Context: an optimization exercise on an open-source flow, tuned for small area, a short achievable clock period and few clock cycles per item. The choices shown serve that exercise and are no tape-out recipe.
No functional check of the RTL was part of any run shown here.
No activity file was given, so power comes from the tool's default toggle rates.

[flow/run.sh]
#!/bin/bash
# synth_recipe.tcl (not shown) runs the flow's synth.tcl, then flattens the netlist and writes it again
# the make line also repeats each setting of config.mk as NAME=value (left out here)
make -C /OpenROAD-flow-scripts/flow DESIGN_CONFIG=/design/flow/config.mk WORK_HOME=/design/flow/orfs CLKGATE_MAP_FILE= SYNTH_SCRIPT=/design/flow/synth_recipe.tcl finish
[flow/config.mk]
export PLATFORM = sky130hd
export DESIGN_NAME = pipe_prefix_adder
export DESIGN_NICKNAME = pipe_prefix_adder
export VERILOG_FILES = /design/flow/design.v
export SDC_FILE = /design/flow/constraint.sdc
export NUM_CORES = 4
export LEC_CHECK = 0
export CAP_MARGIN = 20
export CORE_MARGIN = 2
export CORE_UTILIZATION = 40
export SLEW_MARGIN = 20
[flow/constraint.sdc]
create_clock -name core_clock -period 4.5 [get_ports {clk}]
set_input_delay 0.9000 -clock core_clock [delete_from_list [all_inputs] [get_ports {clk}]]
set_output_delay 0.9000 -clock core_clock [all_outputs]
set_load 0.01 [all_outputs]
[flow/design.v]
module pipe_prefix_adder #(
  parameter int WIDTH     = 68,
  parameter int REG_EVERY = 2,
  parameter int TAG_W     = 4,
  parameter int BLK       = 12
) (
  input  logic             clk,
  input  logic             rst,
  input  logic             in_valid,
  output logic             in_ready,
  input  logic [WIDTH-1:0] a,
  input  logic [WIDTH-1:0] b,
  input  logic             cin,
  input  logic             op,
  input  logic [TAG_W-1:0] tag,
  output logic             out_valid,
  input  logic             out_ready,
  output logic [WIDTH-1:0] sum,
  output logic             cout,
  output logic             ovf,
  output logic             zero,
  output logic [TAG_W-1:0] tag_o
);
  localparam int NB = (WIDTH + BLK - 1) / BLK;
  logic [WIDTH-1:0] bx, s0_d;
  logic [NB-1:0]    g_d;
  logic             c0;
  assign bx = op ? ~b : b;
  assign c0 = op | cin;
  for (genvar j = 0; j < NB; j++) begin : g_add
    localparam int LO = j * BLK;
    localparam int HI = (LO + BLK < WIDTH) ? LO + BLK - 1 : WIDTH - 1;
    localparam int N  = HI - LO + 1;
    logic ci;
    if (j == 0) begin : g_c0
      assign ci = c0;
    end else begin : g_cz
      assign ci = 1'b0;
    end
    assign {g_d[j], s0_d[HI:LO]} = {1'b0, a[HI:LO]} + {1'b0, bx[HI:LO]} + {{N{1'b0}}, ci};
  end
  logic             load;
  logic [WIDTH-1:0] s0_q;
  logic [NB-1:0]    g_q;
  logic             p_top_q;
  assign load     = ~out_valid | out_ready;
  assign in_ready = load;
  always_ff @(posedge clk or posedge rst) begin
    if (rst) out_valid <= 1'b0;
    else if (load) out_valid <= in_valid;
  end
  always_ff @(posedge clk) begin
    if (load) begin
      s0_q    <= s0_d;
      g_q     <= g_d;
      p_top_q <= a[WIDTH-1] ^ bx[WIDTH-1];
      tag_o   <= tag;
    end
  end
  logic [NB-1:0] bp, bz;
  logic [NB:0]   c;       
  for (genvar j = 0; j < NB; j++) begin : g_blk
    localparam int LO = j * BLK;
    localparam int HI = (LO + BLK < WIDTH) ? LO + BLK - 1 : WIDTH - 1;
    assign bp[j] = &s0_q[HI:LO];
    assign bz[j] = ~|s0_q[HI:LO];
  end
  localparam int LV = $clog2(NB);
  logic [NB-1:0] pg [LV+1];
  logic [NB-1:0] pp [LV+1];
  assign pg[0] = g_q;
  assign pp[0] = {bp[NB-1:1], 1'b0};
  for (genvar l = 0; l < LV; l++) begin : g_pl
    for (genvar j = 0; j < NB; j++) begin : g_pj
      if (((j >> l) & 1) == 1) begin : g_cmb
        localparam int S = ((j >> l) << l) - 1;
        assign pg[l+1][j] = pg[l][j] | (pp[l][j] & pg[l][S]);
        assign pp[l+1][j] = pp[l][j] & pp[l][S];
      end else begin : g_pass
        assign pg[l+1][j] = pg[l][j];
        assign pp[l+1][j] = pp[l][j];
      end
    end
  end
  assign c = {pg[LV], 1'b0};
  for (genvar j = 0; j < NB; j++) begin : g_sum
    localparam int LO = j * BLK;
    localparam int HI = (LO + BLK < WIDTH) ? LO + BLK - 1 : WIDTH - 1;
    if (j == 0) begin : g_b0
      assign sum[HI:LO] = s0_q[HI:LO];
    end else begin : g_bj
      for (genvar i = LO; i <= HI; i++) begin : g_bit
        if (i == LO) begin : g_lo
          assign sum[i] = s0_q[i] ^ c[j];
        end else begin : g_hi
          assign sum[i] = s0_q[i] ^ (c[j] & (&s0_q[i-1:LO]));
        end
      end
    end
  end
  logic [NB-1:0] zb;
  assign zb[0] = bz[0];
  for (genvar j = 1; j < NB; j++) begin : g_zb
    assign zb[j] = c[j] ? bp[j] : bz[j];
  end
  assign cout = c[NB];
  assign ovf  = sum[WIDTH-1] ^ p_top_q ^ cout;
  assign zero = &zb;
endmodule
==> results of run 1 <==
## layer usage
layer / wire length [µm] / GRT usage (%) / up-vias
met1: 7730 / 24.7 / 2605
met2: 8310 / 32.6 / 172
met5: 0 / 0 / -
met4: 236 / 5.38 / 0
met3: 1290 / 4.74 / 14
li1: - / - / 2913
## where the power goes
group	total [mW]	internal [mW]	switching (mW)
registers	1.25	1.06	0.189
logic	1.45	0.807	0.642
clock network	0.716	0.427	0.289
total	3.41	2.29	1.12
## Yosys cell counts (8+ instances only)
library cell	number
edfxtp_1	79
nand2_1	29
o21ai_0	20
clkbuf_1	8
xor2_1	97
xnor2_1	75
a21oi_1	28
ha_1	72
a21o_1	10
buf_4	14
nand4_1	15
o21bai_1	13
inv_1	28
nor2_1	40
o21a_1	10
nand3_1	25
nor3_1	22
nor4_1	18
nor2b_1	10
## cells by family (layout without fill, tap and decap cells)
kind of cell	Yosys count	count (layout)	share of synthesized area [%]
AOI/OAI and AO/OA	112	112	10.9
xor gates and xnor gates	172	172	21.6
adders and majority gates	79	79	14.9
buffers and inverters	50	272	3.44
DFF	80	80	34.4
and+or+nand+nor	196	196	14.8
## cells in the final DEF, fill, tap and decap left out, types with 3 or more instances in the layout
cell type        Yosys  final
xnor2_1             75     75
o41ai_1              3      3
nor3_1              22     22
a31oi_1              3      3
nor2_1              40     40
a21boi_0             3      3
buf_4               14      7
or2_2                6      6
fa_1                 7      7
nand2b_1             5      4
o21a_1              10     10
nor2b_1             10     10
and4_1               3      3
clkbuf_16            0      9
or3_1                4      4
nand2_1             29     29
inv_1               28     28
nor4_1              18     18
o21bai_1            13     13
a21oi_1             28     28
and3_1               7      7
a211oi_1             4      4
clkdlybuf4s50_1      0    221
and2_1               3      3
o21ai_0             20     20
xor2_1              97     97
a21o_1              10     10
nand3_1             25     25
ha_1                72     72
nand4_1             15     15
edfxtp_1            79     79
## cell type report
type	count	area [µm²]
repair buffers	228	2260
multi-input cells	559	4350
clock buffers	10	229
inverters	28	105
well taps	225	282
fillers	1542	7490
flip-flops and latches	80	2400
clock inverters	6	60.1
## critical path, cell delays in order (launching register included)
cell and delay (ns):
edfxtp_1 0.43, nand4_2 0.23, nor4_4 0.43, o211ai_4 0.17, a21oi_2 0.32, and3_1 0.34
and2b_1 0.22, nand3_1 0.12, xnor2_1 0.25, clkdlybuf4s50_1 0.59
## state kept, by name, indices dropped and copies added (netlist names)
register / cells
s0_q: 68
g_q: 6
tag_o: 4
out_valid: 1
p_top_q: 1
## worst paths after layout
path	slack, ns	start	endpoint	depth (start not counted)
setup reg to reg	2.73	out_valid	s0_q[43]	2
hold / removal	0.69	rst	out_valid	2
max in group asynchronous	3.72	rst	out_valid	2
setup / recovery	0.16	g_q[0]	sum[45]	9
min in group core_clock	0.83	out_valid	out_valid	2
hold reg to reg	0.83	out_valid	out_valid	2
==> results by group, run 1 <==
Clock tree
  – Cts repair resizes: 0
  – Clock root buffer: clkbuf_16
  – CTS Buf Count: 9
  – Number of setup buffers added after CTS: 0
  – # H-tree levels: 3
  – Reg clk slew, reported paths: 0.06 ns
  – CTS tree: yes
  – Clock Sinks: 80
  – Hold_buf cts: 0
  – Max Root-Sink Buffers: 2
  – Clock latency (worst-skew pair): 0.33 ns

Global route
  – Total congestion overflow: 0
  – Vias in the first global route: 5771
  – Initial antenna violation count: 0
  – Largest net degree at the start of global routing: 51
  – Global-route wire length before repair: 28100 µm
  – Gr usage total: roughly 19%

Critical path
  – CP arrival: 3.44 ns
  – CP Data Required Time: 3.60 ns
  – Setup CP Type: reg2out
  – Worst setup SP type: flop
  – CP Capture Type: output pin
  – Crit-path max FO: 7

Logic synthesis
  – Synth Net Count: 914
  – Post-synth top flop: edfxtp_1
  – Post-Synthesis Cells: ~700
  – Netlist cell types: 51
  – Ys async rst share: under 10%
  – Post-synthesis cell area: 6980 µm²
  – Seq cells post-synth: 80
  – Avg Cell Area, Syn: 10.1 µm²
  – Synth top area cells: edfxtp_1, ha_1, xor2_1
  – Synth area leader: edfxtp_1
  – Yosys top cell area share: 34.0%
  – Post-synth EDFFs: 79
  – Yosys warnings: 3
  – Post-synthesis sequential area ratio: 34.4%

Cells and area
  – Ant diodes: 0
  – Post-route cell area: 9680 µm²
  – Fin nets: 1131
  – Fraction of layout cells with a size suffix above 1: under 10%
  – Final cell count without fillers: 1136
  – Final design utilization: 56.4%
  – Area delta synth->final: 38.8%

Floorplanning
  – Core area: 17200 µm²
  – Initial core utilization: 40.6%
  – Die Wd: 136 µm
  – DIE AREA: about 19000 µm²
  – IO Pins: approximately 220
  – Row count: 48
  – Chip Height: 136 µm

Power
  – Final total power: 3.41 mW
  – Worst IR drop on VDD: 0.000209 V
  – Power per standard cell area: between 300 and 400 nW/µm²
  – Leakage power: 3.83 nW

Outcome
  – Run status: timing/DRC/antenna clean

STA
  – Fmax achieved: ~230 MHz
  – Fin crit share: 96.4%
  – Final setup fails: 0
  – Max-Slew Margin vs Limit: approximately 57%
  – TNS Setup: 0 ns
  – RSZ-0062 raised after global routing: false
  – Final hold slack: 0.693 ns
  – Clock skew: 0.00394 ns
  – Least-Margin Pin Slew: 0.645 ns
  – Post-layout min period: 4.34 ns
  – Final Max Slew Viols: 0
  – Fin. Hold Viols: 0
  – Final setup margin: about 0.16 ns

Route
  – Via count: 5704
  – DR iter-0 viols: approximately 240
  – Routed Antenna Nets: 0
  – First drt pass iteration count: 4
  – WL final: around 18000 µm
  – Routed vias/inst: 5.02
  – DRC: 0
  – WL/cell: 15.5 µm

Placement
  – GP Congestion: 0.836
  – Buffers on Ports: 222
  – Pre-CTS setup slack: 0.525 ns
  – DP Area: 9400 µm²
  – Placed Cells: between 1000 and 1500
  – Hpwl dp: 14900 µm

Min path
  – HP Class: in2async

Flow run
  – Max_cap viols: 0
==> run 2, diff against run 1 <==
--- a/flow/design.v
+++ b/flow/design.v
@@ -2,7 +2,7 @@
   parameter int WIDTH     = 68,
   parameter int REG_EVERY = 2,
   parameter int TAG_W     = 4,
-  parameter int BLK       = 12
+  parameter int BLK       = 8
 ) (
   input  logic             clk,
   input  logic             rst,
--- a/flow/config.mk
+++ b/flow/config.mk
@@ -8,4 +8,5 @@
 export CAP_MARGIN = 20
 export CORE_MARGIN = 2
 export CORE_UTILIZATION = 40
+export SETUP_SLACK_MARGIN = 1.5
 export SLEW_MARGIN = 20
==> results by group, run 2 <==
Cells and area
  – Post-route cell area: 10700 µm²
  – Commonest non-fill, non-tap cell in the layout: clkdlybuf4s50_1
  – FILL cells: 1377
  – Max reg flops: 68
  – Regs by FF count: s0_q x68, g_q x9, tag_o x4
  – Fin nets: 1169
  – Fraction of layout cells with a size suffix above 1: 27.8%
  – Ant diodes: 0
  – Most frequent cells in the layout: clkdlybuf4s50_1, xor2_1, edfxtp_1
  – Biggest register: s0_q
  – Area delta synth->final: 52.8%

Placement
  – GP Congestion: 0.804
  – Buffers on Ports: 222
  – DP Area: 9560 µm²
  – Hpwl dp: around 14000 µm

Critical path
  – CP Capture Type: output pin
  – Crit path cell chain: and4_4 -> nand4_4 -> a2111oi_4 -> o21ai_2 -> a211oi_4 -> or2_4 -> buf_4 -> nand3_1 -> xnor2_2 -> clkdlybuf4s15_2
  – Slowest CP cell: a2111oi_4
  – Max incr delay on CP: 0.45 ns
  – Setup CP Type: reg2out
  – Crit-path max FO: 4
  – Worst setup SP type: flop
  – CP Data Required Time: 3.60 ns
  – CP Buf/Inv Count: 2
  – CP arrival: 2.90 ns
  – Critical path's top delay family: compound AO/OA/AOI/OAI gates

Logic synthesis
  – Netlist cell types: 55
  – Post-Synthesis Cells: 651
  – Post-synthesis sequential area ratio: between 30% and 40%
  – Post-synth top flop: edfxtp_1
  – Avg Cell Area, Syn: roughly 11 µm²
  – Most common cell in the synthesized netlist: xor2_1
  – Synth top area cells: edfxtp_1, ha_1, xor2_1
  – Seq cells post-synth: 83
  – Synth Net Count: 882
  – Post-synth EDFFs: slightly above 80
  – Yosys warnings: 3
  – Ys async rst share: between 1 and 1.5%
  – Yosys top cell area share: 35.1%
  – Synth area leader: edfxtp_1
  – Commonest cells post-synth: xor2_1, edfxtp_1, ha_1
  – Post-synthesis cell area: 7010 µm²

Clock tree
  – Clock Sinks: 83
  – CTS Buf Count: 9
  – Reg clk slew, reported paths: 0.05 ns
  – Clock root buffer: clkbuf_16
  – Clock latency (worst-skew pair): 0.34 ns
  – Max Root-Sink Buffers: 2
  – # H-tree levels: 3
  – Hold_buf cts: 0
  – CTS tree: yes

Route
  – First drt pass iteration count: 4
  – WL/cell: 16.2 µm
  – DRC: 0
  – DR iter-0 viols: 134
  – WL final: 18900 µm
  – Via count: 5824
  – Routed vias/inst: 4.99
  – Routed Antenna Nets: 0

STA
  – TNS Setup: 0 ns
  – Final Max Slew Viols: 0
  – Max-Slew Margin vs Limit: 60.3%
  – Post-layout min period: 3.80 ns
  – Least-Margin Pin Slew: about 0.60 ns
  – Fin crit share: 84.4%
  – RSZ-0062 raised after global routing: true
  – Clock skew: 0.00622 ns
  – Final setup fails: 0
  – Fin. Hold Viols: 0
  – Final hold slack: between 0.6 and 0.7 ns
  – Fmax achieved: 263 MHz

Global route
  – Gr usage total: 19.7%
  – Initial antenna violation count: 0
  – Grt met2 use: 35.1%
  – Global-route wire length before repair: 28300 µm
  – Vias in the first global route: just under 6000
  – GRT met3 Usage: 4.66%
  – Largest net degree at the start of global routing: between 40 and 50
  – GR met1 Demand/Resource: 22.6%
  – Total congestion overflow: 0
  – Top Usage Layer GRT: met2

Floorplanning
  – Core area: 17200 µm²
  – Row count: 48
  – Initial core utilization: approximately 41%
  – Chip Height: 136 µm
  – DIE AREA: 18600 µm²
  – IO Pins: 223
  – Die Wd: 136 µm

Min path
  – HP Class: in2async

Power
  – Leakage power: ~4.5 nW
  – Worst IR drop on VDD: around 0.00017 V
  – Power per standard cell area: around 330 nW/µm²
  – Final total power: 3.56 mW

Flow run
  – Max_cap viols: 0

Outcome
  – Run status: timing/DRC/antenna clean
## run 2: where the power goes
group | leakage, nW | switching, mW | total (mW) | internal [mW]
Sequential | 0.838 | 0.188 | 1.27 | 1.08
Clock | 0.127 | 0.279 | 0.645 | 0.366
Combinational | 3.55 | 0.758 | 1.65 | 0.888
## run 2: cells by family (layout without fill, tap and decap cells)
group | Yosys count | after routing | share of synthesized area [%]
AO/OA/AOI/OAI | 111 | 111 | 10.7
XOR/XNOR | 170 | 170 | 21.2
adder cells (fa/ha/maj) | 85 | 85 | 16.2
buffers and inverters | 55 | 346 | 3.68
flip-flops | 83 | 83 | 35.5
AND/OR/NAND/NOR | 147 | 147 | 12.6
## run 2: final cells by class
cell class | count | area [µm²] | share of cell area, %
Clock buffer | 11 | 233 | 2.17
Clock inverter | 4 | 18.8 | 0.175
Inverter | 34 | 130 | 1.21
Multi-Input combinational cell | 513 | 4920 | 45.9
Sequential cell | 83 | 2490 | 23.2
Tap cell | 225 | 282 | 2.63
Timing Repair Buffer | 297 | 2640 | 24.6
## run 2: worst paths after layout
path	depth (start not counted)	slack [ns]	to	from
max	10	0.70	sum[59]	s0_q[21]
min	2	0.69	out_valid	rst
max reg2reg	3	2.57	s0_q[24]	out_valid
min reg2reg	3	0.93	out_valid	out_valid
max in group asynchronous	2	3.72	out_valid	rst
min in group core_clock	3	0.93	out_valid	out_valid
## run 2: per-layer routing
metal,vias to the layer above,wire length (µm)
met5,-,0
met4,0,519
li1,2886,-
met3,34,1220
met1,2742,7530
met2,162,9600
## run 2: what timing repair did
action                     4_1_cts  5_1_grt
setup buffers                   44       24
setup endpoints to repair       66       68
gates resized for setup        280       76
pin swaps                       33       30
hold endpoints to repair         0        0
## run 2: per-stage QoR
stage | std cells | setup slack (ns) | util, %
2_1_floorplan | 651 | 1.34 | -
3_3_place_gp | 1084 | 0.486 | 55.5
3_5_place_dp | 1084 | 0.385 | 55.5
4_1_cts | 1143 | 0.683 | 59.4
5_1_grt | 1167 | 0.581 | 62.1
6_report | 1167 | 0.700 | 62.1
==> run 3, diff against run 2 <==
--- a/flow/config.mk
+++ b/flow/config.mk
@@ -8,5 +8,5 @@
 export CAP_MARGIN = 20
 export CORE_MARGIN = 2
 export CORE_UTILIZATION = 40
-export SETUP_SLACK_MARGIN = 1.5
+export SETUP_SLACK_MARGIN = 2.2
 export SLEW_MARGIN = 20
==> results by group, run 3 <==
Outcome
  – Run status: timing/DRC/antenna clean

Placement
  – Hpwl dp: 14500 µm
  – Pre-CTS setup slack: 0.444 ns
  – DP Area: just over 10000 µm²
  – Buffers on Ports: 222
  – GP Congestion: 0.808

STA
  – Max-Slew Margin vs Limit: 67.7%
  – Fmax achieved: 258 MHz
  – Final setup fails: 0
  – Fin crit share: 86.0%
  – Least-Margin Pin Slew: 0.484 ns
  – TNS Setup: 0 ns
  – Fin. Hold Viols: 0
  – RSZ-0062 raised after global routing: true
  – Clock skew: 0.00315 ns
  – Final setup margin: 0.628 ns
  – Final Max Slew Viols: 0
  – Post-layout min period: 3.87 ns

Cells and area
  – Fraction of layout cells with a size suffix above 1: a little under half
  – Area delta synth->final: 77.9%
  – Most frequent cells in the layout: buf_4, clkdlybuf4s50_1, edfxtp_1
  – Max reg flops: 68
  – Ant diodes: 0
  – Commonest non-fill, non-tap cell in the layout: buf_4
  – Regs by FF count: s0_q x68, g_q x9, tag_o x4
  – Biggest register: s0_q
  – Fin nets: 1290
  – Post-route cell area: between 10000 and 15000 µm²
  – Final design utilization: 72.4%

Logic synthesis
  – Synth Net Count: roughly 880
  – Yosys top cell area share: 35.1%
  – Synth top area cells: edfxtp_1, ha_1, xor2_1
  – Commonest cells post-synth: xor2_1, edfxtp_1, ha_1
  – Post-synth EDFFs: a little over 80
  – Synth area leader: edfxtp_1
  – Post-synthesis sequential area ratio: 35.5%
  – Post-Synthesis Cells: 651
  – Seq cells post-synth: 83
  – Most common cell in the synthesized netlist: xor2_1
  – Yosys warnings: 3
  – Post-synthesis cell area: between 7000 and 8000 µm²
  – Ys async rst share: 1.20%
  – Avg Cell Area, Syn: 10.8 µm²
  – Post-synth top flop: edfxtp_1
  – Netlist cell types: 55

Global route
  – Top Usage Layer GRT: met2
  – Grt met2 use: 42.0%
  – GRT met3 Usage: 4.81%
  – Total congestion overflow: 0
  – Global-route wire length before repair: 32500 µm
  – Initial antenna violation count: 0
  – Largest net degree at the start of global routing: 50
  – Vias in the first global route: 6535
  – Gr usage total: 22.9%
  – GR met1 Demand/Resource: between 20% and 30%

Power
  – Power share of the clock group: 17.8%
  – P_int: 2.62 mW
  – Switching share of power: 34.4%
  – Leakage power: 5.46 nW
  – P_sw: 1.37 mW
  – Combinational power share: 50.0%
  – Seq pwr share: between 30% and 40%
  – Worst IR drop on VDD: 0.000200 V
  – Power per standard cell area: approximately 320 nW/µm²

Clock tree
  – CTS tree: yes
  – # H-tree levels: 3
  – Reg clk slew, reported paths: 0.06 ns
  – Clock latency (worst-skew pair): 0.35 ns
  – Max Root-Sink Buffers: 2
  – Hold_buf cts: 0
  – CTS Buf Count: 9
  – Clock root buffer: clkbuf_16
  – Clock Sinks: 83

Critical path
  – Crit path launch: s0_q[34]
  – CP arrival: a little under 3 ns
  – Worst r2r src: out_valid
  – Crit-path max FO: 4
  – CP Capture Type: output pin
  – Setup CP Type: reg2out
  – CP Data Required Time: 3.60 ns
  – Worst setup SP type: flop

Route
  – WL final: 21800 µm
  – Routed Antenna Nets: 0
  – First drt pass iteration count: 4
  – Routed vias/inst: between 4 and 5
  – DR iter-0 viols: 189
  – DRC: 0
  – WL/cell: 17.0 µm
  – Via count: ~6300

Floorplanning
  – Die Wd: 136 µm
  – Core area: 17200 µm²
  – Initial core utilization: about 41%
  – DIE AREA: 18600 µm²
  – Chip Height: between 100 and 150 µm
  – IO Pins: 223
  – Row count: 48

Flow run
  – Max_cap viols: 0

Min path
  – HP Class: in2async
==> run 3: cell types whose count changed in the layout (fill, tap and decap cells not counted), sizes merged <==
cell           before  now
clkbuf             12   10
clkdlybuf4s15       1    6
bufinv              0    1
clkdlybuf4s50     163  110
dlymetal6s2s        3    5
dlygate4sd2         3   25
buf               126  272
==> run 3: path summary, 6_finish.rpt <==
kind	end	slack (ns)	depth (start not counted)
setup / recovery	sum[65]	0.63	12
hold / removal	out_valid	0.69	2
setup reg to reg	s0_q[24]	2.71	3
hold reg to reg	out_valid	0.92	3
max in group asynchronous	out_valid	3.72	2
min in group core_clock	out_valid	0.92	3
==> run 3: per-layer routing <==
metal,part of all wire [%],vias to the layer above
met2,54,157
met1,39,3024
li1,-,3112
met4,2.1,0
met3,4.9,29
met5,0,-
==> run 3: worst max-delay path, cell delays in order, from the launching register on <==
cell and delay [ns]:
edfxtp_1 0.44, and4_4 0.28, nand2_4 0.06, a2111oi_4 0.44
o21ai_2 0.15, a211oi_4 0.32, o2111ai_2 0.17, nand2b_1 0.17
buf_6 0.12, buf_6 0.09, ha_4 0.12, xor2_2 0.12
buf_2 0.14
==> run 3: power groups by stage <==
stage          sequential (mW)  clock [mW]  combinational [mW]
2_1_floorplan             1.26           0               0.937
3_5_place_dp              1.32           0                1.56
5_1_grt                   1.31       0.752                2.15
6_report                  1.29       0.711                2.00
3_3_place_gp              1.31           0                1.54
4_1_cts                   1.27       0.722                1.81
==> run 3: repair_timing <==
action | 4_1_cts | 5_1_grt
resized for setup | 426 | 123
pin swaps | 173 | 147
setup buffers | 139 | 45
hold endpoints to repair | 0 | 0
gates cloned | 3 | 0
endpoints found under the setup margin | 168 | 103
==> run 3: layout make-up <==
cell class	count	area (µm²)
Fill cell	1178	4770
Timing Repair Buffer	418	3740
Clock inverter	5	45.0
Tap cell	225	282
Sequential cell	83	2490
Clock buffer	10	229
Inverter	34	128
Multi-Input combinational cell	513	5560
==> run 3: cells by family (layout without fill, tap and decap cells) <==
group                      count (synthesis)  in the layout  share of synthesized area (%)
buffers and inverters                     55            467                           3.68
AOI/OAI and AO/OA                        111            111                           10.7
adders and majority gates                 85             85                           16.2
and+or+nand+nor                          147            147                           12.6
DFF                                       83             83                           35.5
xor gates and xnor gates                 170            170                           21.2
==> run 3: per-stage QoR <==
| stage | hold WS (ns) | total power [mW] | cells |
|---|---|---|---|
| floorplan | 0.629 | 2.20 | 651 |
| global placement | 0.921 | 2.86 | 1086 |
| detailed placement | 0.938 | 2.88 | 1086 |
| CTS | 0.684 | 3.81 | 1243 |
| global route | 0.696 | 4.21 | 1288 |
| finish | 0.690 | 3.99 | 1288 |
==> run 4, diff against run 3 <==
--- a/flow/design.v
+++ b/flow/design.v
@@ -22,6 +22,12 @@
   output logic [TAG_W-1:0] tag_o
 );
   localparam int NB = (WIDTH + BLK - 1) / BLK;
+  function automatic integer lg2(input integer v);
+    integer r;
+    r = 0;
+    while ((1 << r) < v) r = r + 1;
+    lg2 = r;
+  endfunction
   logic [WIDTH-1:0] bx, s0_d;
   logic [NB-1:0]    g_d;
   logic             c0;
@@ -65,7 +71,7 @@
     assign bp[j] = &s0_q[HI:LO];
     assign bz[j] = ~|s0_q[HI:LO];
   end
-  localparam int LV = $clog2(NB);
+  localparam int LV = lg2(NB);
   logic [NB-1:0] pg [LV+1];
   logic [NB-1:0] pp [LV+1];
   assign pg[0] = g_q;
==> flow/flow/run.sh (new file) <==
#!/bin/bash
# The standard layout, with two changes:
#  - synthesis skips the full/half-adder extraction (ADDER_MAP_FILE empty),
#    leaving all arithmetic to abc; it is otherwise the standard synthesis;
#  - each port gets a buf_1 as its port buffer.
set -e
export BUFFER_PORTS_ARGS="-buffer_cell sky130_fd_sc_hd__buf_1"
ADDER_MAP_FILE= bash standard.sh synth > synth.log 2>&1
bash standard.sh > standard.log 2>&1
==> flow/standard.sh (new file) <==
#!/bin/bash
# synth_recipe.tcl (not shown) runs the flow's synth.tcl, then flattens the netlist and writes it again
# the make line also repeats each setting of config.mk as NAME=value (left out here)
make -C /OpenROAD-flow-scripts/flow DESIGN_CONFIG=/design/flow/config.mk WORK_HOME=/design/flow/orfs CLKGATE_MAP_FILE= SYNTH_SCRIPT=/design/flow/synth_recipe.tcl "${@:-finish}"
--- a/flow/config.mk
+++ b/flow/config.mk
@@ -5,8 +5,9 @@
 export SDC_FILE = /design/flow/constraint.sdc
 export NUM_CORES = 4
 export LEC_CHECK = 0
+export ABC_AREA = 1
 export CAP_MARGIN = 20
 export CORE_MARGIN = 2
 export CORE_UTILIZATION = 40
-export SETUP_SLACK_MARGIN = 2.2
+export SETUP_SLACK_MARGIN = 1.5
 export SLEW_MARGIN = 20
removed: flow/run.sh
==> results by group, run 4 <==
Logic synthesis
  – Post-Synthesis Cells: 1060
  – Yosys top cell area share: 31.9%
  – Avg Cell Area, Syn: 7.29 µm²
  – Post-synth EDFFs: 82
  – Ys async rst share: 1.20%
  – Synth area leader: edfxtp_1
  – Post-synthesis sequential area ratio: 32.2%
  – Seq cells post-synth: 83
  – Synth Net Count: between 1000 and 1500
  – Post-synth top flop: edfxtp_1
  – Most common cell in the synthesized netlist: nand2_1
  – Synth top area cells: edfxtp_1, nand2_1, xnor2_1
  – Post-synthesis cell area: 7720 µm²
  – Commonest cells post-synth: nand2_1, inv_1, nor2_1
  – Yosys warnings: 3
  – Netlist cell types: 37

Route
  – Routed vias/inst: 4.44
  – WL/cell: 11.3 µm
  – Routed Antenna Nets: 0
  – DR iter-0 viols: 189
  – Via count: 7165
  – DRC: 0
  – WL final: 18100 µm
  – First drt pass iteration count: 4

STA
  – Fin crit share: 67.1%
  – Clock skew: around 0.0058 ns
  – Final setup fails: 0
  – Fmax achieved: 331 MHz
  – RSZ-0062 raised after global routing: true
  – Final setup margin: around 1.5 ns
  – Least-Margin Pin Slew: 0.773 ns
  – TNS Setup: 0 ns
  – Fin. Hold Viols: 0
  – Post-layout min period: a little over 3 ns
  – Max-Slew Margin vs Limit: 48.4%
  – Final Max Slew Viols: 0

Flow run
  – Max_cap viols: 0

Power
  – Seq pwr share: 35.2%
  – Worst IR drop on VDD: between 0.00015 and 0.0002 V
  – Leakage power: 4.52 nW
  – P_sw: 1.22 mW
  – Power per standard cell area: 333 nW/µm²
  – P_int: 2.07 mW
  – Switching share of power: 37.1%
  – Combinational power share: 42.3%
  – Power share of the clock group: 22.5%

Cells and area
  – Regs by FF count: s0_q x68, g_q x9, tag_o x4
  – Biggest register: s0_q
  – Post-route cell area: 9870 µm²
  – FILL cells: 1881
  – Fin nets: between 1000 and 1500
  – Max reg flops: 68
  – Most frequent cells in the layout: nand2_1, buf_1, inv_1
  – Fraction of layout cells with a size suffix above 1: a little under a fifth
  – Final design utilization: 52.4%
  – Ant diodes: 0
  – Area delta synth->final: 27.8%
  – Commonest non-fill, non-tap cell in the layout: nand2_1

Critical path
  – Setup CP Type: reg2out
  – Worst setup SP type: flop
  – CP arrival: 2.12 ns
  – Worst r2r src: out_valid
  – CP endpoint: zero
  – CP Capture Type: output pin
  – Crit-path max FO: 5
  – Critical R2R Capture: s0_q[56]
  – CP Data Required Time: 3.60 ns
  – Worst Reg2Reg Path Length in Cells: 2
  – Register-to-register setup slack: between 2 and 3 ns
  – Crit path launch: s0_q[16]

Placement
  – Buffers on Ports: 222
  – DP Area: 8720 µm²
  – Hpwl dp: 14000 µm
  – Pre-CTS setup slack: 1.28 ns
  – GP Congestion: 0.876

Clock tree
  – Clock latency (worst-skew pair): 0.33 ns
  – CTS tree: yes
  – Clock Sinks: 83
  – # H-tree levels: 3
  – Clock root buffer: clkbuf_16
  – Hold_buf cts: 0
  – Reg clk slew, reported paths: ~0.07 ns
  – Max Root-Sink Buffers: 2
  – CTS Buf Count: 9

Min path
  – HP Class: in2async

Floorplanning
  – Initial core utilization: 41.0%
  – DIE AREA: 20400 µm²
  – Core area: approximately 19000 µm²
  – Die Wd: 143 µm
  – Row count: 50
  – IO Pins: between 200 and 250
  – Chip Height: 143 µm

Global route
  – Total congestion overflow: 0
  – Vias in the first global route: 6622
  – Global-route wire length before repair: 29000 µm
  – Gr usage total: between 10% and 20%
  – Initial antenna violation count: 0
  – Largest net degree at the start of global routing: slightly above 50

Outcome
  – Run status: timing/DRC/antenna clean
[run 4: changes by cell type after synthesis, moves of 12 or more]
cell	delta
nand2_2	+26
nand2b_1	-14
xnor2_1	+16
ha_1	-75
o21ai_0	+12
or2_2	+20
o21bai_1	-20
nand2_1	+238
nand3_1	+17
inv_1	+111
xor2_1	-21
or2_1	+12
a21o_1	-19
nor2_1	+123
[run 4: cell type report]
| type | instances | area, µm² | area share, % |
|---|---|---|---|
| Timing Repair Buffer | 292 | 1430 | 14.5 |
| Inverter | 152 | 573 | 5.80 |
| Sequential cell | 83 | 2490 | 25.2 |
| Tap cell | 260 | 325 | 3.30 |
| Clock buffer | 9 | 225 | 2.28 |
| Multi-Input combinational cell | 809 | 4760 | 48.3 |
| Clock inverter | 7 | 67.6 | 0.684 |
[run 4: kinds of logic (layout without fill, tap and decap cells)]
kind of cell	after synthesis	after routing	synth area share, %
buffers and inverters	169	460	10.1
DFF	83	83	32.2
xor gates and xnor gates	169	169	19.6
and+or+nand+nor	541	542	31.2
AOI/OAI and AO/OA	98	98	7.00
[run 4: critical path, cell delays in order (launching register included)]
cell and delay, ns:
edfxtp_1 0.38, nand2_2 0.09, nor2_4 0.14, nand2_2 0.09, nor2_4 0.16, nand2_8 0.08
nand2_8 0.11, nand2_8 0.07, nand2_8 0.09, inv_4 0.06, nand2_4 0.07, nand2_1 0.06
nor2_2 0.10, nand2_1 0.05, nor2_1 0.08, buf_2 0.14
[run 4: worst min path at each step]
stage | startpoint | end
2_1_floorplan | rst | out_valid
3_3_place_gp | rst | out_valid
3_5_place_dp | rst | out_valid
4_1_cts | rst | out_valid
5_1_grt | rst | out_valid
6_report | rst | out_valid
[run 4: power by group through the flow]
stage               clock (mW)  combinational (mW)  sequential, mW
finish                   0.741                1.39            1.16
global route             0.789                1.56            1.18
CTS                      0.757                1.30            1.16
detailed placement           0                1.14            1.19
global placement             0                1.13            1.19
floorplan                    0               0.857            1.17
[run 4: through the flow]
stage	power [mW]	hold slack, ns	cells
2_1_floorplan	2.02	0.629	1060
3_3_place_gp	2.32	0.707	1528
3_5_place_dp	2.33	0.710	1528
4_1_cts	3.21	0.340	1595
5_1_grt	3.52	0.368	1612
6_report	3.29	0.359	1612
[run 4: metal layers]
layer / up-vias / GRT usage (%) / routed length, µm
met2: 155 / 30.5 / 8780
met1: 3084 / 22.6 / 8180
li1: 3902 / - / -
met4: 0 / 5.47 / 295
met3: 24 / 2.45 / 880
met5: - / 0 / 0
[run 4: repair_timing]
| action | CTS | global route |
|---|---|---|
| setup endpoints to repair | 39 | 42 |
| endpoints found under the hold margin | 0 | 0 |
| pin swaps | 26 | 21 |
| gates resized for setup | 52 | 64 |
| setup buffers | 50 | 17 |
| gates cloned | 1 | 0 |
==> run 5, diff against run 4 <==
--- a/flow/design.v
+++ b/flow/design.v
@@ -2,7 +2,7 @@
   parameter int WIDTH     = 68,
   parameter int REG_EVERY = 2,
   parameter int TAG_W     = 4,
-  parameter int BLK       = 8
+  parameter int BLK       = 12
 ) (
   input  logic             clk,
   input  logic             rst,
==> results by group, run 5 <==
Outcome
  – Run status: timing/DRC/antenna clean

Critical path
  – Setup CP Type: reg2out
  – CP Capture Type: output pin
  – Crit-path max FO: 7
  – Worst Reg2Reg Path Length in Cells: 2
  – Max incr delay on CP: 0.47 ns
  – Slowest CP cell: edfxtp_1
  – Crit path cell chain: nand2_1 -> nor2_1 -> nand3_2 -> nand2_4 -> nand2_4 -> nand2_8 -> buf_6 -> nand2_4 -> nor2_4 -> nor2_1 -> a21oi_1 -> buf_2
  – Most used cell, CP: nand2_4
  – Worst r2r src: out_valid
  – Worst setup SP type: flop
  – CP arrival: approximately 2.2 ns
  – Crit path launch: g_q[0]
  – CP Data Required Time: about 3.6 ns

Logic synthesis
  – Avg Cell Area, Syn: 7.00 µm²
  – Synth Area in Compound Gates: 7.23%
  – Ys async rst share: 1.25%
  – Adder-Cell Fraction of Synth Area: 0%
  – Post-synthesis sequential area ratio: 27.3%
  – Yosys warnings: 3
  – Synth top area cells: edfxtp_1, nand2_1, xor2_1
  – Post-synthesis simple-gate area fraction: 35.9%
  – Xor/xnor share of the synthesized area: 17.9%
  – Synth area leader: edfxtp_1
  – Post-synth EDFFs: 79
  – Netlist cell types: 43
  – Largest family of logic cells by synthesized area: simple AND/OR/NAND/NOR gates
  – Post-Synthesis Cells: 1256
  – Most common cell in the synthesized netlist: nand2_1
  – Post-synth top flop: edfxtp_1
  – Mux share of post-synthesis cell area: 0%
  – Synth Net Count: 1402
  – Seq cells post-synth: 80
  – Yosys top cell area share: 27.0%
  – Commonest cells post-synth: nand2_1, inv_1, nor2_1
  – Post-synthesis cell area: between 8000 and 9000 µm²

Cells and area
  – Ant diodes: 0
  – Biggest register: s0_q
  – FILL cells: approximately 2200
  – Post-route cell area: roughly 11000 µm²
  – Area delta synth->final: 20.7%
  – Regs by FF count: s0_q x68, g_q x6, tag_o x4
  – Commonest non-fill, non-tap cell in the layout: nand2_1
  – Fin nets: 1645
  – Fraction of layout cells with a size suffix above 1: about a fifth
  – Final design utilization: 49.0%
  – Most frequent cells in the layout: nand2_1, buf_1, inv_1
  – Max reg flops: 68

Power
  – Final total power: 3.26 mW
  – Combinational power share: 43.5%
  – Seq pwr share: 35.1%
  – Switching share of power: 38.8%
  – Leakage power: about 5.0 nW
  – P_int: 2.00 mW
  – Power per standard cell area: 307 nW/µm²
  – Power share of the clock group: 21.3%
  – P_sw: 1.27 mW
  – Worst IR drop on VDD: 0.000158 V

Floorplanning
  – Core area: between 20000 and 25000 µm²
  – Chip Height: between 150 and 200 µm
  – Initial core utilization: 40.6%
  – IO Pins: 223
  – DIE AREA: 23200 µm²
  – Row count: 54
  – Die Wd: approximately 150 µm

Route
  – WL final: 20700 µm
  – Via count: 8148
  – First drt pass iteration count: 4
  – DRC: 0
  – DR iter-0 viols: 307
  – Routed Antenna Nets: 0
  – WL/cell: 11.6 µm
  – Routed vias/inst: 4.57

Clock tree
  – # H-tree levels: 3
  – Clock root buffer: clkbuf_16
  – Clock latency (worst-skew pair): 0.34 ns
  – CTS tree: yes
  – Hold_buf cts: 0
  – Reg clk slew, reported paths: 0.06 ns
  – Clock Sinks: 80
  – CTS Buf Count: 9
  – Max Root-Sink Buffers: 2

STA
  – TNS Setup: 0 ns
  – Final Max Slew Viols: 0
  – Fin crit share: a little under 70%
  – Max-Slew Margin vs Limit: 59.0%
  – Post-layout min period: 3.05 ns
  – Final setup margin: 1.45 ns
  – Fin. Hold Viols: 0
  – Fmax achieved: ~330 MHz
  – Clock skew: approximately 0.0067 ns
  – Least-Margin Pin Slew: 0.614 ns
  – RSZ-0062 raised after global routing: true
  – Final setup fails: 0

Placement
  – DP Area: 9740 µm²
  – Pre-CTS setup slack: 1.15 ns
  – Hpwl dp: 17000 µm
  – GP Congestion: ~0.9
  – Buffers on Ports: 222

Min path
  – HP Class: in2async

Global route
  – Total congestion overflow: 0
  – Gr usage total: 17.4%
  – Vias in the first global route: 7529
  – Global-route wire length before repair: roughly 34000 µm
  – Initial antenna violation count: 0
  – Largest net degree at the start of global routing: 46

Flow run
  – Max_cap viols: 0
==> run 5: final timing paths <==
check,endpoint,slack (ns)
max,sum[51],1.45
min,out_valid,0.35
max reg2reg,s0_q[60],2.73
min reg2reg,s0_q[19],1.04
max in group asynchronous,out_valid,4.06
min in group core_clock,tag_o[1],0.73
==> run 5: logic make-up (layout without fill, tap and decap cells) <==
| kind of cell | count (synthesis) | in the layout |
|---|---|---|
| AND/OR/NAND/NOR | 675 | 675 |
| buffers and inverters | 222 | 470 |
| XOR/XNOR | 163 | 163 |
| AO/OA/AOI/OAI | 116 | 116 |
| flip-flops | 80 | 80 |
==> run 5: power groups by stage <==
stage | combinational [mW] | clock, mW | sequential [mW]
6_report | 1.42 | 0.695 | 1.15
4_1_cts | 1.35 | 0.717 | 1.14
2_1_floorplan | 0.984 | 0 | 1.13
3_5_place_dp | 1.28 | 0 | 1.16
3_3_place_gp | 1.27 | 0 | 1.16
5_1_grt | 1.60 | 0.752 | 1.17
==> run 5: repair_timing <==
action                     in CTS  in global routing
pin swaps                      15                 27
buffers inserted               17                 14
setup endpoints to repair      40                 64
resized for setup              59                 56
==> run 5: stage by stage <==
step                hold slack (ns)  instances
floorplan                     0.629       1256
finish                        0.352       1784
detailed placement            0.709       1737
CTS                           0.338       1770
global route                  0.361       1784
global placement              0.707       1737
==> run 5: critical path, delay by kind of cell, from the launching register on <==
kind | cells | cell delay (ns)
AO/OA/AOI/OAI | 1 | 0.12
AND/OR/NAND/NOR | 9 | 0.93
buffers and inverters | 2 | 0.28
flip-flops | 1 | 0.47
==> run 5: per-layer routing <==
layer | up-vias | track usage [%] | share of wire, %
met5 | - | 0 | 0
met4 | 0 | 6.54 | 2.5
met3 | 26 | 1.93 | 3.9
met2 | 162 | 29.4 | 46
met1 | 3536 | 23.1 | 47
li1 | 4424 | - | -
==> run 5: layout make-up <==
type                            count  area (µm²)  area share [%]
Multi-Input combinational cell    954        5660            53.3
Sequential cell                    80        2400            22.6
Timing Repair Buffer              257        1190            11.2
Inverter                          197         739            6.96
Tap cell                          280         350            3.30
Clock buffer                        9         225            2.12
Clock inverter                      7        62.6           0.589
==> run 6, diff against run 5 <==
==> flow/design.v (replaced) <==
module pipe_prefix_adder #(
  parameter int WIDTH     = 68,
  parameter int REG_EVERY = 2,
  parameter int TAG_W     = 4,
  parameter int BLK       = 4
) (
  input  logic             clk,
  input  logic             rst,
  input  logic             in_valid,
  output logic             in_ready,
  input  logic [WIDTH-1:0] a,
  input  logic [WIDTH-1:0] b,
  input  logic             cin,
  input  logic             op,
  input  logic [TAG_W-1:0] tag,
  output logic             out_valid,
  input  logic             out_ready,
  output logic [WIDTH-1:0] sum,
  output logic             cout,
  output logic             ovf,
  output logic             zero,
  output logic [TAG_W-1:0] tag_o
);
  localparam int NB = (WIDTH + BLK - 1) / BLK;
  logic [WIDTH-1:0] bx, p, g, k, s0_d;
  logic             c0;
  assign bx = op ? ~b : b;
  assign c0 = op | cin;
  assign p  = a ^ bx;
  assign g  = a & bx;
  assign k  = a | bx;
  logic [NB:0] eg, ep;
  assign eg[0] = 1'b0;
  assign ep[0] = 1'b0;
  for (genvar j = 0; j < NB; j++) begin : g_blk
    localparam int LO = j * BLK;
    localparam int HI = (LO + BLK < WIDTH) ? LO + BLK - 1 : WIDTH - 1;
    localparam int N  = HI - LO + 1;
    logic [N:0] lc;    
    if (j == 0) begin : g_ci
      assign lc[0] = c0;
    end else begin : g_cz
      assign lc[0] = 1'b0;
    end
    for (genvar i = 0; i < N; i++) begin : g_bit
      assign lc[i+1] = g[LO+i] | (p[LO+i] & lc[i]);
    end
    assign s0_d[HI:LO] = p[HI:LO] ^ lc[N-1:0];
    assign eg[j+1] = lc[N];
    assign ep[j+1] = &p[HI:LO];
  end
  localparam int LV = $clog2(NB + 1);
  logic [NB:0] pg [LV+1];
  logic [NB:0] pp [LV+1];
  assign pg[0] = eg;
  assign pp[0] = ep;
  for (genvar l = 0; l < LV; l++) begin : g_pl
    for (genvar j = 0; j <= NB; j++) begin : g_pj
      if (j >= (1 << l)) begin : g_cmb
        assign pg[l+1][j] = pg[l][j] | (pp[l][j] & pg[l][j-(1<<l)]);
        assign pp[l+1][j] = pp[l][j] & pp[l][j-(1<<l)];
      end else begin : g_pass
        assign pg[l+1][j] = pg[l][j];
        assign pp[l+1][j] = pp[l][j];
      end
    end
  end
  logic [NB:0] bc_d;
  assign bc_d = pg[LV];
  localparam int TLO = (NB - 1) * BLK;
  logic [WIDTH-TLO:0] tc;
  assign tc[0] = bc_d[NB-1];
  for (genvar i = 0; i < WIDTH - TLO; i++) begin : g_top
    assign tc[i+1] = g[TLO+i] | (p[TLO+i] & tc[i]);
  end
  logic z_d, v_d;
  assign z_d = ~|(p ^ {k[WIDTH-2:0], c0});
  assign v_d = tc[WIDTH-TLO] ^ tc[WIDTH-TLO-1];
  logic             load;
  logic [WIDTH-1:0] s0_q;
  logic [NB-1:1]    bc_q;
  assign load     = ~out_valid | out_ready;
  assign in_ready = load;
  always_ff @(posedge clk or posedge rst) begin
    if (rst) out_valid <= 1'b0;
    else if (load) out_valid <= in_valid;
  end
  always_ff @(posedge clk) begin
    if (load) begin
      s0_q  <= s0_d;
      bc_q  <= bc_d[NB-1:1];
      cout  <= bc_d[NB];
      ovf   <= v_d;
      zero  <= z_d;
      tag_o <= tag;
    end
  end
  for (genvar j = 0; j < NB; j++) begin : g_sum
    localparam int LO = j * BLK;
    localparam int HI = (LO + BLK < WIDTH) ? LO + BLK - 1 : WIDTH - 1;
    if (j == 0) begin : g_b0
      assign sum[HI:LO] = s0_q[HI:LO];
    end else begin : g_bj
      for (genvar i = LO; i <= HI; i++) begin : g_bit
        if (i == LO) begin : g_lo
          assign sum[i] = s0_q[i] ^ bc_q[j];
        end else begin : g_hi
          assign sum[i] = s0_q[i] ^ (bc_q[j] & (&s0_q[i-1:LO]));
        end
      end
    end
  end
endmodule
==> flow/run.sh (new file) <==
#!/bin/bash
# synth_recipe.tcl (not shown) runs the flow's synth.tcl, then flattens the netlist and writes it again
# the make line also repeats each setting of config.mk as NAME=value (left out here)
make -C /OpenROAD-flow-scripts/flow DESIGN_CONFIG=/design/flow/config.mk WORK_HOME=/design/flow/orfs CLKGATE_MAP_FILE= SYNTH_SCRIPT=/design/flow/synth_recipe.tcl finish
--- a/flow/config.mk
+++ b/flow/config.mk
@@ -5,7 +5,6 @@
 export SDC_FILE = /design/flow/constraint.sdc
 export NUM_CORES = 4
 export LEC_CHECK = 0
-export ABC_AREA = 1
 export CAP_MARGIN = 20
 export CORE_MARGIN = 2
 export CORE_UTILIZATION = 40
removed: flow/flow/run.sh
removed: flow/standard.sh
==> results by group, run 6 <==
Logic synthesis
  – Commonest cells post-synth: inv_1, ha_1, xnor2_1
  – Post-synthesis sequential area ratio: about a third
  – Synth Net Count: 1055
  – Yosys top cell area share: 33.6%
  – Post-synth EDFFs: 91
  – Post-Synthesis Cells: 755
  – Synth area leader: edfxtp_1
  – Post-synthesis cell area: 8140 µm²
  – Post-synth top flop: edfxtp_1
  – Netlist cell types: 38
  – Yosys warnings: 3
  – Ys async rst share: ~1.1%
  – Avg Cell Area, Syn: 10.8 µm²
  – Most common cell in the synthesized netlist: inv_1
  – Seq cells post-synth: 92
  – Synth top area cells: edfxtp_1, ha_1, fa_1

Route
  – WL final: 22400 µm
  – Routed vias/inst: 4.76
  – WL/cell: 17.3 µm
  – First drt pass iteration count: 5
  – Routed Antenna Nets: 0
  – Via count: 6157
  – DRC: 0
  – DR iter-0 viols: 315

Global route
  – Total congestion overflow: 0
  – Gr usage total: between 20% and 30%
  – Initial antenna violation count: 0
  – GR met1 Demand/Resource: between 20% and 30%
  – Grt met2 use: 36.1%
  – GRT met3 Usage: under 10%
  – Global-route wire length before repair: 34300 µm
  – Top Usage Layer GRT: met2
  – Largest net degree at the start of global routing: 67
  – Vias in the first global route: 6329

Placement
  – GP Congestion: slightly above 0.8
  – Hpwl dp: about 18000 µm
  – Pre-CTS setup slack: 0.215 ns
  – Buffers on Ports: 222

STA
  – Fin crit share: 75.2%
  – TNS Setup: 0 ns
  – Post-layout min period: 3.38 ns
  – RSZ-0062 raised after global routing: true
  – Final setup margin: 1.12 ns
  – Least-Margin Pin Slew: 0.905 ns
  – Fin. Hold Viols: 0
  – Max-Slew Margin vs Limit: 39.7%
  – Final setup fails: 0
  – Final Max Slew Viols: 0
  – Clock skew: 0.00632 ns
  – Fmax achieved: 295 MHz

Clock tree
  – Max Root-Sink Buffers: 2
  – Clock root buffer: clkbuf_16
  – CTS tree: yes
  – # H-tree levels: 3
  – Hold_buf cts: 0
  – Reg clk slew, reported paths: 0.07 ns
  – CTS Buf Count: 9
  – Clock Sinks: 92
  – Clock latency (worst-skew pair): 0.35 ns

Power
  – Power share of the clock group: 20.1%
  – Combinational power share: 46.7%
  – Switching share of power: 33.3%
  – Leakage power: 5.09 nW
  – P_int: 2.53 mW
  – Power per standard cell area: 317 nW/µm²
  – Seq pwr share: 33.3%
  – P_sw: about 1.3 mW
  – Worst IR drop on VDD: 0.000175 V

Floorplanning
  – Chip Height: 147 µm
  – Row count: 52
  – DIE AREA: 21500 µm²
  – Die Wd: 147 µm
  – Core area: 20100 µm²
  – IO Pins: ~220
  – Initial core utilization: 40.5%

Cells and area
  – Regs by FF count: s0_q x68, bc_q x16, tag_o x4
  – Ant diodes: 0
  – Most frequent cells in the layout: clkdlybuf4s50_1, inv_1, edfxtp_1
  – Max reg flops: 68
  – Area delta synth->final: 46.7%
  – Biggest register: s0_q
  – Fraction of layout cells with a size suffix above 1: 19.1%
  – Fin nets: about 1300
  – Commonest non-fill, non-tap cell in the layout: clkdlybuf4s50_1

Flow run
  – Max_cap viols: 0

Critical path
  – CP Data Required Time: 4.59 ns
  – CP arrival: 3.48 ns
  – CP Capture Type: flop
  – Worst r2r src: out_valid
  – Crit path launch: op
  – Register-to-register setup slack: 2.45 ns
  – Critical R2R Capture: s0_q[16]
  – CP endpoint: ovf
  – Worst Reg2Reg Path Length in Cells: 3
  – Setup CP Type: in2reg
  – Crit-path max FO: 6
  – Worst setup SP type: input port

Outcome
  – Run status: timing/DRC/antenna clean

Min path
  – HP Class: in2async
run 6: cell count changes in the layout (fill, tap and decap cells not counted), moves of 29 or more:
cell | previous run | this run
o21ai_0 | 38 | 8
clkdlybuf4s50_1 | 0 | 195
xor2_1 | 87 | 37
nand2_1 | 312 | 9
nand2_2 | 59 | 1
buf_2 | 30 | 1
fa_2 | 0 | 40
buf_1 | 183 | 0
ha_1 | 0 | 86
a21oi_1 | 40 | 4
nor2_1 | 109 | 15
xnor2_1 | 57 | 90
run 6: area by class of cell:
cell class,instances,area [µm²]
tap,270,338
clock buffer,9,225
clock inverter,7,67.6
timing repair buffer,264,2630
fill,1710,8160
sequential,92,2760
multi-input combinational,477,5270
inverter,174,656
run 6: repair_timing:
item / CTS / global route
resized for setup: 106 / 41
endpoints found under the setup margin: 30 / 18
pin swaps: 57 / 53
cloned: 2 / 0
buffers inserted: 18 / 13
run 6: how the worst min path moves through the flow:
stage	to	slack (ns)	depth (start not counted)
2_1_floorplan	out_valid	0.63	1
3_3_place_gp	out_valid	0.87	3
3_5_place_dp	out_valid	0.88	3
4_1_cts	out_valid	0.68	2
5_1_grt	out_valid	0.68	2
6_report	out_valid	0.69	2
run 6: power by group through the flow:
stage / Combinational, mW / Sequential [mW] / Clock (mW)
2_1_floorplan: 0.873 / 1.26 / 0
3_3_place_gp: 1.64 / 1.28 / 0
3_5_place_dp: 1.65 / 1.28 / 0
4_1_cts: 1.74 / 1.26 / 0.776
5_1_grt: 1.92 / 1.28 / 0.815
6_report: 1.77 / 1.26 / 0.760
run 6: routing by layer:
metal  share of wire (%)  vias up
met5                   0        -
li1                    -     2993
met1                  44     2951
met4                 1.2        0
met2                  49      191
met3                 5.0       22
run 6: critical path: stages:
cell and delay (ns):
buf_16 0.13, or2_4 0.26, fa_2 0.38, inv_2 0.07, fa_2 0.20, fa_2 0.20, inv_2 0.04, fa_2 0.38
nand2_2 0.09, o21ai_2 0.06, nand3_2 0.09, nand2_4 0.07, a31oi_4 0.29, o21a_1 0.22, o211ai_1 0.09
run 6: cells by family (layout without fill, tap and decap cells):
| kind of cell | after synthesis | count (layout) | share of synthesized area (%) |
|---|---|---|---|
| buffers and inverters | 186 | 454 | 8.83 |
| adder cells (fa/ha/maj) | 154 | 154 | 28.5 |
| multiplexers | 1 | 1 | 0.138 |
| AND/OR/NAND/NOR | 111 | 111 | 7.41 |
| AO/OA/AOI/OAI | 53 | 53 | 4.26 |
| XOR/XNOR | 158 | 158 | 17.0 |
| flip-flops | 92 | 92 | 33.9 |
run 6: metrics by stage:
step / total power, mW / cells / area [µm²] / utilization [%] / hold WS [ns]
after floorplan: 2.13 / 755 / 8430 / - / 0.629
after CTS: 3.78 / 1280 / 11700 / 58.4 / 0.682
after global placement: 2.92 / 1244 / 10900 / 54.3 / 0.871
after global routing: 4.02 / 1293 / 11900 / 59.4 / 0.677
final: 3.79 / 1293 / 11900 / 59.4 / 0.688
after detailed placement: 2.93 / 1244 / 10900 / 54.3 / 0.876
==> run 7, diff against run 6 <==
--- a/flow/config.mk
+++ b/flow/config.mk
@@ -8,5 +8,4 @@
 export CAP_MARGIN = 20
 export CORE_MARGIN = 2
 export CORE_UTILIZATION = 40
-export SETUP_SLACK_MARGIN = 1.5
 export SLEW_MARGIN = 20
==> results by group, run 7 <==
Placement
  – Buffers on Ports: 222
  – GP Congestion: 0.811
  – Hpwl dp: 18800 µm

Cells and area
  – Most frequent cells in the layout: clkdlybuf4s50_1, inv_1, ha_1
  – Ant diodes: 0
  – FF+latch area: ~2800 µm²
  – Fraction of layout cells with a size suffix above 1: 3.13%
  – Commonest non-fill, non-tap cell in the layout: clkdlybuf4s50_1
  – Area of the multi-input gates: 4670 µm²
  – Regs by FF count: s0_q x68, bc_q x16, tag_o x4
  – Area delta synth->final: 35.4%
  – Biggest register: s0_q
  – FILL cells: about 1800
  – Fin nets: 1286
  – Max reg flops: 68

Critical path
  – Crit-path max FO: 5
  – Worst setup SP type: input port
  – Worst Reg2Reg Path Length in Cells: 2
  – CP Data Required Time: 4.61 ns
  – CP Capture Type: flop
  – Worst r2r src: out_valid
  – Critical R2R Capture: bc_q[12]
  – Register-to-register setup slack: 2.98 ns
  – Setup CP Type: in2reg
  – CP arrival: 4.16 ns

Flow run
  – Max_cap viols: 0

Min path
  – Hold EP: out_valid
  – Hold Crit Start: out_valid
  – Hold depth: 2
  – HP Class: reg2reg

Floorplanning
  – Initial core utilization: between 40% and 50%
  – Chip Height: around 150 µm
  – IO Pins: 223
  – Core area: 20100 µm²
  – DIE AREA: 21500 µm²
  – Row count: 52
  – Die Wd: 147 µm

Logic synthesis
  – Synth top area cells: edfxtp_1, ha_1, fa_1
  – Synth Net Count: 1055
  – Post-synthesis cell area: between 8000 and 9000 µm²
  – Ys async rst share: 1.09%
  – Post-Synthesis Cells: ~760
  – Netlist cell types: 38
  – Seq cells post-synth: 92
  – Synth area leader: edfxtp_1
  – Most common cell in the synthesized netlist: inv_1
  – Post-synth EDFFs: between 90 and 100
  – Commonest cells post-synth: inv_1, ha_1, xnor2_1
  – Post-synthesis sequential area ratio: 33.9%
  – Yosys warnings: 3
  – Yosys top cell area share: between 30% and 40%
  – Post-synth top flop: edfxtp_1
  – Avg Cell Area, Syn: 10.8 µm²

Route
  – DR iter-0 viols: 331
  – Via count: 5935
  – Routed Antenna Nets: 0
  – First drt pass iteration count: 4
  – Routed vias/inst: 4.71
  – DRC: 0
  – WL final: 21900 µm
  – WL/cell: 17.4 µm

Global route
  – Global-route wire length before repair: 34200 µm
  – Vias in the first global route: 6289
  – Gr usage total: 21.1%
  – Total congestion overflow: 0
  – Initial antenna violation count: 0
  – Largest net degree at the start of global routing: 52

Outcome
  – Run status: timing/DRC/antenna clean

STA
  – Fin. Hold Viols: 0
  – Fin crit share: around nine tenths
  – RSZ-0062 raised after global routing: false
  – Final setup fails: 0
  – TNS Setup: 0 ns
  – Post-layout min period: 4.05 ns
  – Max-Slew Margin vs Limit: 51.3%
  – Clock skew: 0.00464 ns
  – Least-Margin Pin Slew: 0.730 ns
  – Fmax achieved: 247 MHz
  – Final Max Slew Viols: 0

Clock tree
  – Number of setup buffers added after CTS: 0
  – CTS Buf Count: 9
  – Clock root buffer: clkbuf_16
  – Reg clk slew, reported paths: 0.07 ns
  – Clock Sinks: 92
  – Max Root-Sink Buffers: 2
  – # H-tree levels: 3
  – CTS tree: yes
  – Clock latency (worst-skew pair): roughly 0.35 ns
  – Cts repair resizes: 0
  – Hold_buf cts: 0

Power
  – Power per standard cell area: 332 nW/µm²
  – Leakage power: 4.75 nW
  – Final total power: 3.66 mW
  – Worst IR drop on VDD: 0.000168 V
## run 7: cell counts after synthesis
No cell type changed its count.
## run 7: worst max path at each step
stage | startpoint | endpoint | slack (ns) | depth (start not counted)
4_1_cts | cin | bc_q[14] | 0.41 | 15
5_1_grt | cin | bc_q[14] | 0.21 | 15
6_report | cin | bc_q[14] | 0.45 | 15
3_5_place_dp | cin | bc_q[14] | 0.04 | 15
2_1_floorplan | out_ready | in_ready | 0.40 | 1
3_3_place_gp | cin | bc_q[14] | 0.11 | 15
## run 7: final cells by class
type                            count  share of cell area, %
Clock inverter                      5                  0.556
Inverter                          174                   5.93
Sequential cell                    92                   25.0
Timing Repair Buffer              232                   20.9
Clock buffer                       11                   2.11
Tap cell                          270                   3.07
Multi-Input combinational cell    477                   42.4
## run 7: critical path, cell delays in order
cell and delay (ns):
clkdlybuf4s50_1 0.39, or2_2 0.28, fa_1 0.39, inv_1 0.08, fa_1 0.19, fa_1 0.17, inv_1 0.06, fa_1 0.44
nand2_1 0.10, o21ai_0 0.11, nand3_1 0.11, nand2_1 0.09, a31oi_1 0.38, o21ai_0 0.21, a21bo_2 0.24
## run 7: report_power, final
| group | switching, mW | leakage [nW] | internal (mW) |
|---|---|---|---|
| combinational | 0.758 | 3.69 | 0.851 |
| sequential | 0.104 | 0.928 | 1.16 |
| clock | 0.351 | 0.132 | 0.434 |
| total | 1.21 | 4.75 | 2.44 |
## run 7: cell families (layout without fill, tap and decap cells)
logic type / Yosys count / after routing / synth area share [%]
AND/OR/NAND/NOR: 111 / 111 / 7.41
XOR/XNOR: 158 / 158 / 17.0
AO/OA/AOI/OAI: 53 / 53 / 4.26
flip-flops: 92 / 92 / 33.9
multiplexers: 1 / 1 / 0.138
buffers and inverters: 186 / 422 / 8.83
adder cells (fa/ha/maj): 154 / 154 / 28.5
## run 7: layer usage
| layer | vias up | global-route usage, % | part of all wire (%) |
|---|---|---|---|
| met1 | 2776 | 28.2 | 45 |
| met2 | 186 | 35.3 | 48 |
| met5 | - | 0 | 0 |
| met4 | 0 | 6.50 | 1.9 |
| met3 | 28 | 3.28 | 4.7 |
| li1 | 2945 | - | - |
## run 7: stage by stage
stage	hold slack [ns]	instances	cell area, µm²	util (%)	worst slack, ns
after global routing	0.654	1261	11000	54.8	0.205
after detailed placement	0.600	1245	10700	53.3	0.0353
after CTS	0.616	1261	11000	54.8	0.408
after global placement	0.590	1245	10700	53.3	0.109
final	0.593	1261	11000	54.8	0.452
after floorplan	0.629	755	8140	-	0.399
==> run 8, diff against run 7 <==
--- a/flow/config.mk
+++ b/flow/config.mk
@@ -5,7 +5,10 @@
 export SDC_FILE = /design/flow/constraint.sdc
 export NUM_CORES = 4
 export LEC_CHECK = 0
+export ABC_AREA = 1
+export ABC_CLOCK_PERIOD_IN_PS = 1500
 export CAP_MARGIN = 20
 export CORE_MARGIN = 2
 export CORE_UTILIZATION = 40
+export SETUP_SLACK_MARGIN = 1.5
 export SLEW_MARGIN = 20
==> results by group, run 8 <==
Logic synthesis
  – Yosys warnings: 3
  – Post-synth EDFFs: between 90 and 100
  – Ys async rst share: 1.09%
  – Post-synthesis cell area: 8540 µm²
  – Avg Cell Area, Syn: slightly below 10 µm²
  – Most common cell in the synthesized netlist: inv_1
  – Post-synth top flop: edfxtp_1
  – Seq cells post-synth: 92
  – Synth area leader: edfxtp_1
  – Commonest cells post-synth: inv_1, xnor2_1, ha_1
  – Yosys top cell area share: 32.0%
  – Synth top area cells: edfxtp_1, ha_1, fa_1
  – Post-synthesis sequential area ratio: 32.3%
  – Post-Synthesis Cells: 869
  – Synth Net Count: around 1200
  – Netlist cell types: 41

Power
  – Worst IR drop on VDD: roughly 0.00023 V
  – Final total power: 3.98 mW
  – Power per standard cell area: 327 nW/µm²
  – Leakage power: 5.43 nW

Placement
  – Buffers on Ports: 222
  – Hpwl dp: 20700 µm
  – Pre-CTS setup slack: 0.393 ns
  – GP Congestion: 0.919
  – DP Area: roughly 11000 µm²
  – Placed Cells: 1362

Min path
  – HP Class: in2async

Clock tree
  – CTS Buf Count: 9
  – # H-tree levels: 3
  – Max Root-Sink Buffers: 2
  – Reg clk slew, reported paths: 0.07 ns
  – CTS tree: yes
  – Clock latency (worst-skew pair): 0.36 ns
  – Clock Sinks: 92
  – Clock root buffer: clkbuf_16

Global route
  – Largest net degree at the start of global routing: 60
  – Total congestion overflow: 0
  – Gr usage total: 22.9%
  – Initial antenna violation count: 0
  – Global-route wire length before repair: 38000 µm
  – Vias in the first global route: 6977

Critical path
  – Worst Reg2Reg Path Length in Cells: 2
  – Worst setup SP type: input port
  – Setup CP Type: in2reg
  – Register-to-register setup slack: between 2 and 3 ns
  – Crit-path max FO: 3
  – CP arrival: 3.42 ns
  – CP Capture Type: flop
  – Worst r2r src: out_valid
  – Crit path launch: a[16]
  – CP Data Required Time: 4.62 ns
  – Critical R2R Capture: bc_q[6]

STA
  – Post-layout min period: around 3.3 ns
  – Clock skew: 0.00622 ns
  – Fmax achieved: 302 MHz
  – Final setup margin: approximately 1.2 ns
  – RSZ-0062 raised after global routing: true
  – Final Max Slew Viols: 0
  – Max-Slew Margin vs Limit: between 40% and 50%
  – Final setup fails: 0
  – Fin crit share: 73.5%
  – TNS Setup: 0 ns
  – Fin. Hold Viols: 0
  – Least-Margin Pin Slew: 0.827 ns

Route
  – Via count: 6735
  – DRC: 0
  – WL/cell: 18.0 µm
  – WL final: around 25000 µm
  – First drt pass iteration count: 5
  – DR iter-0 viols: approximately 410
  – Routed Antenna Nets: 0
  – Routed vias/inst: 4.79

Cells and area
  – Fraction of layout cells with a size suffix above 1: 18.7%
  – Final cell count without fillers: 1405
  – Max reg flops: 68
  – Regs by FF count: s0_q x68, bc_q x16, tag_o x4
  – FILL cells: 1869
  – Most frequent cells in the layout: clkdlybuf4s50_1, inv_1, ha_1
  – Area delta synth->final: 42.4%
  – Post-route cell area: 12200 µm²
  – Biggest register: s0_q
  – Fin nets: 1424
  – Commonest non-fill, non-tap cell in the layout: clkdlybuf4s50_1

Floorplanning
  – Initial core utilization: 40.8%
  – Chip Height: 150 µm
  – Row count: between 50 and 60
  – DIE AREA: 22500 µm²
  – Die Wd: 150 µm
  – Core area: 21000 µm²
  – IO Pins: 223

Outcome
  – Run status: timing/DRC/antenna clean

Flow run
  – Max_cap viols: 0
-- run 8: cell count changes after synthesis, sizes merged, moves of 4 or more --
cell	delta
xor2	-29
a21oi	+7
xnor2	+5
a211oi	-6
nor2	+19
nand4	-9
o22ai	+10
inv	+43
nor4	-6
or2	+4
a221oi	+8
nand2	+85
-- run 8: final cells by class --
| type | count | area [µm²] | share of cell area [%] |
|---|---|---|---|
| Timing Repair Buffer | 256 | 2530 | 20.8 |
| Inverter | 217 | 815 | 6.70 |
| Antenna cell | 1 | 2.50 | 0.0206 |
| Sequential cell | 92 | 2760 | 22.7 |
| Tap cell | 275 | 344 | 2.83 |
| Clock inverter | 4 | 97.6 | 0.803 |
| Multi-Input combinational cell | 548 | 5370 | 44.1 |
| Clock buffer | 12 | 246 | 2.03 |
-- run 8: cell families (layout without fill, tap and decap cells) --
family	count (synthesis)	after routing	share of synthesized area [%]
DFF	92	92	32.3
and+or+nand+nor	197	197	11.4
xor gates and xnor gates	134	134	13.7
buffers and inverters	229	489	10.3
adders and majority gates	154	154	27.1
other	0	1	0
AOI/OAI and AO/OA	63	63	5.07
-- run 8: through the flow --
| stage | util (%) | hold WS (ns) |
|---|---|---|
| 6_report | 58.0 | 0.683 |
| 4_1_cts | 57.3 | 0.681 |
| 3_3_place_gp | 53.3 | 1.04 |
| 3_5_place_dp | 53.3 | 1.05 |
| 2_1_floorplan | - | 0.629 |
| 5_1_grt | 58.0 | 0.690 |
-- run 8: repair_timing --
item                                    in CTS  in global routing
resized for setup                          131                 34
pin swaps                                   55                 23
endpoints found under the setup margin      28                 14
cloned                                       2                  0
hold buffers                                 0                  0
setup buffers                               17                  7
-- run 8: power breakdown --
part           leakage [nW]  internal (mW)  total, mW  switching (mW)
Clock                 0.163          0.560      0.910           0.351
Combinational          4.34          0.939       1.80           0.857
Sequential            0.928           1.16       1.27           0.112
-- run 8: worst max-delay path, stage by stage --
cell and delay (ns):
clkdlybuf4s50_1 0.51, ha_1 0.16, inv_1 0.05, fa_2 0.36, fa_1 0.38, inv_1 0.08
fa_2 0.22, nand2_1 0.07, nand2_2 0.11, a21oi_2 0.07, nand2_4 0.11, nand2_4 0.06
nand2_4 0.07, nand2_2 0.05, nand2_1 0.05, nand2_1 0.06, nand3_1 0.07, nand2_1 0.05
-- run 8: worst max-delay path by stage --
| stage | slack, ns | to | depth (start not counted) |
|---|---|---|---|
| after floorplan | 0.80 | bc_q[13] | 21 |
| after global placement | 0.46 | ovf | 22 |
| after detailed placement | 0.39 | ovf | 22 |
| after CTS | 1.17 | ovf | 22 |
| after global routing | 1.08 | ovf | 22 |
| final | 1.19 | ovf | 18 |
-- run 8: metal layers --
layer | up-vias | part of all wire [%] | global-route usage [%]
met5 | - | 0 | 0
met3 | 35 | 5.8 | 3.18
met4 | 0 | 2.5 | 6.93
li1 | 3289 | - | -
met2 | 222 | 48 | 39.2
met1 | 3189 | 43 | 30.2

-- separate check: timing with driven ports --
Ports are ideal in the flow. The routed layouts listed here were re-timed in OpenROAD. Step 1 assumes that a clkbuf_16 drives the clock port and a buf_2 every other input. Step 2 adds t to the input delays and takes it off the output delays; t is the mean of the earliest and latest rising clock arrival at the registers after step 1. Input paths then give back, and output paths get back, about the clock's delay inside the block. Slacks: ideal ports / drivers / drivers and shift; pairs: ideal ports / drivers.
run	t (ns)	setup slack, ns	worst setup path after step 2	clock arrival spread, ns	worst data-port slew with drivers (ns)
run 1	0.371	0.161 / 0.123 / 0.494	register to output	0.006 / 0.007	0.06
run 2	0.381	0.700 / 0.658 / 1.038	register to output	0.009 / 0.009	0.08
run 3	0.388	0.628 / 0.583 / 0.971	register to output	0.006 / 0.006	0.36
run 4	0.372	1.483 / 1.443 / 1.344	input to register	0.008 / 0.007	0.06
run 5	0.379	1.454 / 1.413 / 1.429	input to register	0.010 / 0.009	0.05
run 6	0.392	1.115 / 0.956 / 0.565	input to register	0.008 / 0.007	0.28
run 7	0.395	0.452 / 0.472 / 0.077	input to register	0.008 / 0.008	0.06
run 8	0.400	1.192 / 1.067 / 0.667	input to register	0.008 / 0.008	0.27
After both steps setup and hold are still met in every run listed. The setup slack of run 6, which loses most, moves by -0.159 ns with the drivers and by -0.550 ns with both steps.
